Source: an optimization exercise on an open RTL-to-GDS flow (aim: small area and a short achievable clock period). Production flows keep margins and buffers that such runs may drop. Where RTL was checked, it was by simulation tests only, not by an equivalence proof against the original. Power figures rest on the tool's default switching activity, not on a simulated workload.

## job 4334
==> module execute_stage, before the edit <==
module execute_stage
(
    input  wire logic              i_flush,
    input  wire logic [DATA_W-1:0] i_pc,
    input  wire logic [DATA_W-1:0] i_rs_data,
    input  wire logic [DATA_W-1:0] i_rt_data,
    input  wire logic [DATA_W-1:0] i_imm,
    input  wire logic [REG_W-1:0]  i_rt,
    input  wire logic [REG_W-1:0]  i_rd,
    input  wire logic [WB_W-1:0]   i_wb_ctrl,
    input  wire logic [MEM_W-1:0]  i_mem_ctrl,
    input  wire logic [5:0]        i_ex_ctrl,
    output logic [DATA_W-1:0]      o_p,
    output logic [DATA_W-1:0]      o_g,
    output logic                   o_cin,
    output logic                   o_slt,
    output logic                   o_shl,        
    output logic                   o_shr,        
    output logic [2:0]             o_shamt_lo,
    output logic                   o_fill,       
    output logic [REG_W-1:0]       o_write_reg,
    output logic [WB_W-1:0]        o_wb_ctrl,
    output logic [MEM_W-1:0]       o_mem_ctrl,
    output logic [29:0]            o_pcb_sum,    
    output logic [1:0]             o_pcb_co      
);
    exec_pkg::ex_ctrl_t ex_ctrl;
    logic [DATA_W-1:0]  a, b, rb, v, coarse;
    logic [1:0]         k;
    logic op_add, op_sub, op_slt, op_and, op_or, op_xor, op_nor, op_lui;
    logic op_sll, op_srl, op_sra, op_right, fill;
    assign ex_ctrl     = i_flush ? 6'd0 : i_ex_ctrl;
    assign o_wb_ctrl   = i_flush ? '0 : i_wb_ctrl;
    assign o_mem_ctrl  = i_flush ? '0 : i_mem_ctrl;
    assign o_write_reg = ex_ctrl.reg_dst ? i_rd : i_rt;
    alu_control u_alu_control (
        .i_alu_op (ex_ctrl.alu_op),
        .i_funct  (i_imm[5:0]),
        .o_add    (op_add),
        .o_sub    (op_sub),
        .o_slt    (op_slt),
        .o_and    (op_and),
        .o_or     (op_or),
        .o_xor    (op_xor),
        .o_nor    (op_nor),
        .o_lui    (op_lui),
        .o_sll    (op_sll),
        .o_srl    (op_srl),
        .o_sra    (op_sra)
    );
    assign a  = i_rs_data;
    assign b  = ex_ctrl.alu_src ? i_imm : i_rt_data;
    assign op_right = op_srl | op_sra;
    assign fill     = op_sra & b[DATA_W-1];
    assign k        = i_imm[10:9];
    always_comb begin
        for (int i = 0; i < DATA_W; i++) rb[i] = b[DATA_W-1-i];
    end
    assign v = op_right ? rb : b;
    always_comb begin
        case (k)
            2'd0: coarse = v;
            2'd1: coarse = {v[DATA_W-9:0],  {8{fill}}};
            2'd2: coarse = {v[DATA_W-17:0], {16{fill}}};
            default: coarse = {v[DATA_W-25:0], {24{fill}}};
        endcase
    end
    logic [DATA_W-1:0] x, n, o;
    assign x = a ^ b;
    assign n = a & b;
    assign o = x | n;
    always_comb begin
        o_p = ({DATA_W{op_add | op_xor}} & x)
            | ({DATA_W{op_sub}}          & ~x)
            | ({DATA_W{op_and}}          & n)
            | ({DATA_W{op_or}}           & o)
            | ({DATA_W{op_nor}}          & ~o)
            | ({DATA_W{op_lui}}          & {b[15:0], 16'h0})
            | ({DATA_W{op_sll | op_right}} & coarse);
        o_g = {DATA_W{op_add | op_sub}} & a & (n ^ {DATA_W{op_sub}});
    end
    assign o_cin      = op_sub;
    assign o_slt      = op_slt;
    assign o_shl      = op_sll;
    assign o_shr      = op_right;
    assign o_shamt_lo = i_imm[8:6];
    assign o_fill     = fill;
    assign {o_pcb_co[0], o_pcb_sum[9:0]}   = {1'b0, i_pc[11:2]}  + {1'b0, i_imm[9:0]};
    assign {o_pcb_co[1], o_pcb_sum[19:10]} = {1'b0, i_pc[21:12]} + {1'b0, i_imm[19:10]};
    assign o_pcb_sum[29:20]                = i_pc[31:22] + i_imm[29:20];
endmodule
Settings: LEC_CHECK=0, CAP_MARGIN=20, CORE_MARGIN=2, CORE_UTILIZATION=40, SETUP_SLACK_MARGIN=3.5, SLEW_MARGIN=20; clock period 6.0 ns.
standard.sh (not shown) runs the stock make flow with config.mk's settings and CLKGATE_MAP_FILE= SYNTH_SCRIPT=/design/flow/synth_recipe.tcl, a recipe that flattens the netlist after the stock synthesis.
==> flow/flow/run.sh <==
#!/bin/bash
# The standard layout (the standard.sh: standard synthesis, floorplan,
# placement, CTS, routing), with one change: the buffers placed on the
# ports are the platform's smallest plain buffer, sky130_fd_sc_hd__buf_1,
# instead of the resizer's default pick (a 10 um2 delay buffer). Timing
# repair still upsizes any port buffer on a critical path.
set -euo pipefail
export BUFFER_PORTS_ARGS="-buffer_cell sky130_fd_sc_hd__buf_1"
bash standard.sh > standard.log 2>&1
Edits applied to the flow inputs when going from job 4334 to job 6534:
==> flow/design.v, changed modules only <==
module execute_stage
(
    input  wire logic              i_flush,
    input  wire logic [DATA_W-1:0] i_pc,
    input  wire logic [DATA_W-1:0] i_rs_data,
    input  wire logic [DATA_W-1:0] i_rt_data,
    input  wire logic [DATA_W-1:0] i_imm,
    input  wire logic [REG_W-1:0]  i_rt,
    input  wire logic [REG_W-1:0]  i_rd,
    input  wire logic [WB_W-1:0]   i_wb_ctrl,
    input  wire logic [MEM_W-1:0]  i_mem_ctrl,
    input  wire logic [5:0]        i_ex_ctrl,
    output logic [DATA_W-1:0]      o_p,
    output logic [DATA_W-1:0]      o_g,
    output logic                   o_cin,
    output logic                   o_slt,
    output logic                   o_shl,        
    output logic                   o_shr,        
    output logic [2:0]             o_shamt_lo,
    output logic                   o_fill,       
    output logic [REG_W-1:0]       o_write_reg,
    output logic [WB_W-1:0]        o_wb_ctrl,
    output logic [MEM_W-1:0]       o_mem_ctrl,
    output logic [29:0]            o_pcb_sum,    
    output logic [1:0]             o_pcb_co      
);
    exec_pkg::ex_ctrl_t ex_ctrl;
    logic [DATA_W-1:0]  a, b, rb, v, coarse;
    logic [1:0]         k;
    logic op_add, op_sub, op_slt, op_and, op_or, op_xor, op_nor, op_lui;
    logic op_sll, op_srl, op_sra, op_right, fill;
    assign ex_ctrl     = i_flush ? 6'd0 : i_ex_ctrl;
    assign o_wb_ctrl   = i_flush ? '0 : i_wb_ctrl;
    assign o_mem_ctrl  = i_flush ? '0 : i_mem_ctrl;
    assign o_write_reg = ex_ctrl.reg_dst ? i_rd : i_rt;
    alu_control u_alu_control (
        .i_alu_op (ex_ctrl.alu_op),
        .i_funct  (i_imm[5:0]),
        .o_add    (op_add),
        .o_sub    (op_sub),
        .o_slt    (op_slt),
        .o_and    (op_and),
        .o_or     (op_or),
        .o_xor    (op_xor),
        .o_nor    (op_nor),
        .o_lui    (op_lui),
        .o_sll    (op_sll),
        .o_srl    (op_srl),
        .o_sra    (op_sra)
    );
    assign a  = i_rs_data;
    assign b  = ex_ctrl.alu_src ? i_imm : i_rt_data;
    assign op_right = op_srl | op_sra;
    assign fill     = i_imm[0] & b[DATA_W-1];
    assign k        = i_imm[10:9];
    always_comb begin
        for (int i = 0; i < DATA_W; i++) rb[i] = b[DATA_W-1-i];
    end
    assign v = i_imm[1] ? rb : b;
    always_comb begin
        case (k)
            2'd0: coarse = v;
            2'd1: coarse = {v[DATA_W-9:0],  {8{fill}}};
            2'd2: coarse = {v[DATA_W-17:0], {16{fill}}};
            default: coarse = {v[DATA_W-25:0], {24{fill}}};
        endcase
    end
    logic              t_ne, t_11, t_00;
    logic [DATA_W-1:0] x, n;
    assign t_ne = op_add | op_xor | op_or;
    assign t_11 = op_sub | op_and | op_or;
    assign t_00 = op_sub | op_nor;
    assign x = a ^ b;
    assign n = a & b;
    always_comb begin
        o_p = ({DATA_W{t_ne}} & x)
            | ({DATA_W{t_11}} & n)
            | ({DATA_W{t_00}} & ~(x | n))
            | ({DATA_W{op_lui}} & {b[15:0], 16'h0})
            | ({DATA_W{op_sll | op_right}} & coarse);
        o_g = {DATA_W{op_add | op_sub}} & a & (n ^ {DATA_W{op_sub}});
    end
    assign o_cin      = op_sub;
    assign o_slt      = op_slt;
    assign o_shl      = op_sll;
    assign o_shr      = op_right;
    assign o_shamt_lo = i_imm[8:6];
    assign o_fill     = fill;
    logic [29:0] pa, pb, pg, pp, pgt, ppt, pc_c;
    assign pa = i_pc[31:2];
    assign pb = i_imm[29:0];
    assign pg = pa & pb;
    assign pp = pa ^ pb;
    always_comb begin
        pgt = pg;
        ppt = pp;
        for (int l = 0; l < 4; l++) begin
            for (int i = 29; i >= 0; i--) begin
                if ((i % 10) >= (1 << l)) begin
                    pgt[i] = pgt[i] | (ppt[i] & pgt[i - (1 << l)]);
                    ppt[i] = ppt[i] & ppt[i - (1 << l)];
                end
            end
        end
        for (int i = 0; i < 30; i++) pc_c[i] = ((i % 10) == 0) ? 1'b0 : pgt[i-1];
    end
    assign o_pcb_sum = pp ^ pc_c;
    assign o_pcb_co  = {pgt[19], pgt[9]};
endmodule
### Flow results
Per the final summary, job 4334 finished and its layout is clean on timing, DRC and antenna.
In summary, job 6534 completed successfully, with a layout that passed the timing, DRC and antenna checks.
Summary of the comparison: post-DP HPWL is lower in job 6534, relative to job 4334.
Job 6534: number of placed instances, taps included 104 below job 4334
Compared with job 4334, job 6534 shows a final setup slack of the worst path that is 0.25 ns lower.
Between job 6534 and job 4334, it is job 6534 whose well-tap cell count is lower, by 1.5%.
Compared with job 4334, in job 6534 post-route minimum period went up 0.25 ns, total length of routed met3 wires went up about 3%.
Between job 6534 and job 4334, die area is higher for job 4334, job 6534 comes in under that.
Synthesis-to-layout area growth delta for job 6534 relative to job 4334: 2.9 points higher
No run of this note included a check of the RTL's function; only the layout flow was run.

---

Another version of the RTL of execute_top (not shown whole).
For scale: about 1500 cells after synthesis, ~260 flip-flops, roughly 260 I/O pins, roughly 13000 sq um of cells after synthesis.
==> module alu, before the edit <==
module alu
(
    input  wire logic [DATA_W-1:0] i_p,
    input  wire logic [DATA_W-1:0] i_g,
    input  wire logic              i_cin,
    input  wire logic              i_slt,
    input  wire logic              i_shl,
    input  wire logic              i_shr,
    input  wire logic [2:0]        i_shamt_lo,
    input  wire logic              i_fill,
    output logic [DATA_W-1:0]      o_sum,       
    output logic                   o_slt_bit,
    output logic                   o_zero
);
    logic [DATA_W:0] gt [0:5];
    logic [DATA_W:0] pt [0:5];
    logic [DATA_W-1:0] c, w, sh, pp;
    always_comb begin
        gt[0] = {i_g, i_cin};
        pt[0] = {i_p, 1'b0};
        for (int l = 0; l < 5; l++) begin
            for (int i = 0; i <= DATA_W; i++) begin
                if ((i >> l) & 1) begin
                    gt[l+1][i] = gt[l][i] | (pt[l][i] & gt[l][((i >> l) << l) - 1]);
                    pt[l+1][i] = pt[l][i] & pt[l][((i >> l) << l) - 1];
                end else begin
                    gt[l+1][i] = gt[l][i];
                    pt[l+1][i] = pt[l][i];
                end
            end
        end
    end
    assign c = gt[5][DATA_W-1:0];    
    logic [DATA_W-1:0] w1, w2;
    assign w1 = i_shamt_lo[0] ? {i_p[DATA_W-2:0], i_fill}      : i_p;
    assign w2 = i_shamt_lo[1] ? {w1[DATA_W-3:0], {2{i_fill}}}  : w1;
    assign w  = i_shamt_lo[2] ? {w2[DATA_W-5:0], {4{i_fill}}}  : w2;
    always_comb begin
        for (int i = 0; i < DATA_W; i++) sh[i] = i_shr ? w[DATA_W-1-i] : w[i];
    end
    assign pp    = (i_shl | i_shr) ? sh : i_p;
    assign o_sum = pp ^ c;
    assign o_slt_bit = i_p[DATA_W-1] ? !c[DATA_W-1] : i_g[DATA_W-1];
    logic [DATA_W-1:0] result;
    assign result = i_slt ? {{(DATA_W-1){1'b0}}, o_slt_bit} : o_sum;
    assign o_zero = ~|result;
endmodule
export LEC_CHECK = 0
export CAP_MARGIN = 20
export CORE_MARGIN = 2
export CORE_UTILIZATION = 40
export CTS_CLUSTER_DIAMETER = 100
export CTS_CLUSTER_SIZE = 24
export SETUP_SLACK_MARGIN = 3.2
export SLEW_MARGIN = 20
create_clock -name core_clock -period 6.0 [get_ports {i_clk}]
Scripts as last shown in full above: flow/flow/run.sh
Edit:
--- a/flow/design.v
+++ b/flow/design.v
@@ -123,5 +123,5 @@
     logic [DATA_W:0] gt [0:5];
     logic [DATA_W:0] pt [0:5];
-    logic [DATA_W-1:0] c, w, sh, pp;
+    logic [DATA_W-1:0] c, w, sh, pp, t;
     always_comb begin
         gt[0] = {i_g, i_cin};
@@ -150,7 +150,16 @@
     assign o_sum = pp ^ c;
     assign o_slt_bit = i_p[DATA_W-1] ? !c[DATA_W-1] : i_g[DATA_W-1];
-    logic [DATA_W-1:0] result;
-    assign result = i_slt ? {{(DATA_W-1){1'b0}}, o_slt_bit} : o_sum;
-    assign o_zero = ~|result;
+    logic z_sum, z_shift;
+    always_comb begin
+        t[0] = i_cin;
+        for (int i = 1; i < DATA_W; i++) t[i] = i_p[i-1] | i_g[i-1];
+    end
+    assign z_sum = (i_p == t);
+    logic [6:0] keep_hi;
+    always_comb begin
+        for (int i = 0; i < 7; i++) keep_hi[i] = (i_shamt_lo <= 3'(6 - i));    
+    end
+    assign z_shift = ~|i_p[24:0] & ~|(i_p[31:25] & keep_hi);
+    assign o_zero = i_slt ? !o_slt_bit : (i_shl | i_shr) ? z_shift : z_sum;
 endmodule
 `default_nettype wire
Outcome: Worst hold slack hardly moves. Flip-flop and latch count does not change. Utilization shrinks by 2.7 points. Worst setup slack gains 0.12 ns. First-iteration DRC count shrinks by 7.6%. Area after synthesis goes up by 2.8%. Count of clock-buffer cells in the layout is lower by 1. Synthesized cell count came out higher by 3.3%. Final area shrinks by 4.1%. Clock power went up by about 5%. Cell count stays flat.
The RTL of the first run of this note was laid out without a check of its function.

static timing again, ports no longer ideal:
No port has a modelled driver above. Below, the same layouts with a new extraction and two added sets of constraints. Step 1 assumes that a clkbuf_16 drives the clock port and a buf_2 every other input. Step 2, shift: input delay + t, output delay - t, t = (earliest + latest rising clock arrival at the registers) / 2. This alone moves slack from input paths to output paths. a / b / c = ideal / step 1 / step 2; a / b = the first two.
run | shift t [ns] | setup slack, ns | slew at the worst register clock pin (ns) | worst slew at a driven data input, ns
job 4334 | 0.637 | 3.282 / 3.309 / 2.673 | 0.07 / 0.07 | 0.10
job 6534 | 0.620 | 3.037 / 3.042 / 2.422 | 0.07 / 0.07 | 0.10
the first run of note 2 | 0.546 | 3.007 / 3.007 / 2.646 | 0.10 / 0.10 | 0.08
the second run of note 2 | 0.564 | 3.123 / 3.156 / 2.593 | 0.11 / 0.11 | 0.08
After both steps every run listed still meets setup and hold. For job 6534, which loses most, drivers alone change the setup slack by +0.005 ns; drivers and shift together by -0.615 ns.
